This design comes from an exercise in tuning for a short achievable clock period, few clock cycles per item and low power on the open sky130 flow, not from production work.
Power figures rest on the tool's default switching activity, not on a simulated workload.

==> run a: inputs <==
## fp_mul_pipe
module fp_mul_pipe (
   input  logic        clk,
   input  logic        rst,
   input  logic        in_valid,
   output logic        in_ready,
   input  logic [31:0] op1,
   input  logic [31:0] op2,
   output logic        out_valid,
   input  logic        out_ready,
   output logic [31:0] res,
   output logic [3:0]  flags
);
   logic        en;         
   logic        v0, v1, v2;
   logic [1:0]  sk_n;       
   logic        sk_full;
   logic [35:0] sk1, sk2;
   logic        deliver, arrive, take;
   logic        s0_sign;
   logic [1:0]  s0_spec;
   logic [9:0]  s0_esum;
   logic [22:0] s0_fa;
   logic [22:0] s0_fb;
   logic [11:0] enc_one, enc_two;
   logic [10:0] enc_neg;
   logic        s1_sign;
   logic [1:0]  s1_spec;
   logic [9:0]  s1_esum;
   logic [47:0] s1_x, s1_y;
   logic        s2_sign;
   logic [1:0]  s2_spec;
   logic [9:0]  s2_esum;
   logic [25:0] s2_ph;
   logic        s2_st;
   logic [23:0] ma, mb;
   logic [24:0] bx;
   logic [11:0] b_one, b_two;
   logic [10:0] b_neg;
   logic [47:0] cs_x, cs_y;
   logic [1:0]  spec;
   logic        z1, z2, i1, i2, n1, n2;
   logic [22:0] lo;
   logic [21:0] zt;
   logic        c22;
   logic [26:0] hi;
   logic [31:0] rp_res;
   logic [3:0]  rp_flags;
   logic bp0;
   logic bp1;
   logic bp2;
   logic bp3;
   logic bp4;
   logic bp5;
   logic bp6;
   logic bp7;
   logic bp8;
   logic bp9;
   logic bp10;
   logic bp11;
   logic bp12;
   logic bp13;
   logic bp14;
   logic bp15;
   logic bp16;
   logic bp17;
   logic bp18;
   logic bp19;
   logic bp20;
  ...
make LEC_CHECK=0 ABC_CLOCK_PERIOD_IN_PS=3000 CAP_MARGIN=20 CORE_MARGIN=2 CORE_UTILIZATION=60 SETUP_SLACK_MARGIN=5 SLEW_MARGIN=20 finish   # period 10.0 ns
run.sh (not shown) runs the stock make flow with config.mk's settings and CLKGATE_MAP_FILE= SYNTH_SCRIPT=/design/flow/synth_recipe.tcl, a recipe that flattens the netlist after the stock synthesis.
==> run b (differences from run a) <==
ABC_CLOCK_PERIOD_IN_PS = not set   (was 3000)
CORE_UTILIZATION = 40   (was 60)
SETUP_SLACK_MARGIN = not set   (was 5)
==> run c (differences from run a) <==
--- a/flow/design.v
+++ b/flow/design.v
@@ -103,13 +103,14 @@
    logic [35:0] sk1, sk2;
    logic        deliver, arrive, take;
    logic        s0_sign;
    logic [1:0]  s0_spec;
    logic [9:0]  s0_esum;
    logic [22:0] s0_fa;
-   logic [22:0] s0_fb;
+   logic [11:0] s0_one, s0_two;
+   logic [10:0] s0_neg;
    logic [11:0] enc_one, enc_two;
    logic [10:0] enc_neg;
    logic        s1_sign;
    logic [1:0]  s1_spec;
    logic [9:0]  s1_esum;
    logic [47:0] s1_x, s1_y;
@@ -1044,30 +1045,32 @@
    always_comb begin
       if (n1 || n2 || ((i1 || i2) && (z1 || z2))) spec = 2'd3;
       else if (i1 || i2)                          spec = 2'd2;
       else if (z1 || z2)                          spec = 2'd1;
       else                                        spec = 2'd0;
    end
-   assign bx = {1'b1, s0_fb, 1'b0};
+   assign bx = {1'b1, op2[22:0], 1'b0};
    always_comb begin
       for (int i = 0; i < 12; i++) begin
          enc_one[i] = bx[2*i+1] ^ bx[2*i];
          enc_two[i] = (bx[2*i+2] & ~bx[2*i+1] & ~bx[2*i]) |
                       (~bx[2*i+2] & bx[2*i+1] & bx[2*i]);
          if (i < 11) enc_neg[i] = bx[2*i+2];
       end
    end
-   assign b_one = enc_one;
-   assign b_two = enc_two;
-   assign b_neg = enc_neg;
+   assign b_one = s0_one;
+   assign b_two = s0_two;
+   assign b_neg = s0_neg;
    always_ff @(posedge clk) begin
       s0_sign <= op1[31] ^ op2[31];
       s0_spec <= spec;
       s0_esum <= {2'b00, op1[30:23]} + {2'b00, op2[30:23]} - 10'd127;
       s0_fa   <= op1[22:0];
-      s0_fb   <= op2[22:0];
+      s0_one  <= enc_one;
+      s0_two  <= enc_two;
+      s0_neg  <= enc_neg;
    end
    assign ma = {1'b1, s0_fa};
    assign bp0 = ((b_one[0] & ma[0])) ^ b_neg[0];
    assign bp1 = ((b_one[0] & ma[1]) | (b_two[0] & ma[0])) ^ b_neg[0];
    assign bp2 = ((b_one[0] & ma[2]) | (b_two[0] & ma[1])) ^ b_neg[0];
    assign bp3 = ((b_one[0] & ma[3]) | (b_two[0] & ma[2])) ^ b_neg[0];
==> flow/flow/run.sh (new file) <==
#!/bin/bash
set -euo pipefail
bash standard.sh SETUP_SLACK_MARGIN=6.6 finish > orfs_make.log 2>&1
==> flow/standard.sh (new file) <==
#!/bin/bash
# synth_recipe.tcl (not shown) runs the flow's synth.tcl, then flattens the netlist and writes it again
# the make line also repeats each setting of config.mk as NAME=value (left out here)
make -C /OpenROAD-flow-scripts/flow DESIGN_CONFIG=/design/flow/config.mk WORK_HOME=/design/flow/orfs CLKGATE_MAP_FILE= SYNTH_SCRIPT=/design/flow/synth_recipe.tcl "${@:-finish}"
ABC_CLOCK_PERIOD_IN_PS = not set   (was 3000)
CORE_UTILIZATION = 40   (was 60)
SETUP_SLACK_MARGIN = not set   (was 5)
removed: flow/run.sh
==> notes <==
- Non-clock buffer count: run c is higher than run b (214).
- First-iteration DRC count, lowest first: run c, run b, run a.
- Against run a, the combinational power of run c is higher by about 35%.
- Between run b and run c, the lower synthesized cell count is in run c (gap about 45%, measured against run c).
Function was not checked in any run of this note: the RTL went through the layout flow alone.

separate check: timing with driven ports:
The flow's constraints put no driver on any port. The routed layouts listed below were extracted and timed again, unchanged, in two steps. Step 1: set_driving_cell puts a clkbuf_16 on clk and a buf_2 on each other input, an assumption about the parent block. Step 2 adds t to the input delays and takes it off the output delays; t is the mean of the earliest and latest rising clock arrival at the registers after step 1. Input paths then give back, and output paths get back, about the clock's delay inside the block. a / b / c = ideal / step 1 / step 2; a / b = the first two.
| run | shift t [ns] | slack for setup (ns) | clock arrival spread, ns |
|---|---|---|---|
| run a | 0.629 | 5.082 / 5.082 / 5.082 | 0.039 / 0.038 |
| run b | 0.641 | 4.980 / 4.980 / 4.980 | 0.045 / 0.045 |
| run c | 0.640 | 6.061 / 6.061 / 6.061 | 0.022 / 0.022 |
After both steps setup and hold are still met in every run listed.
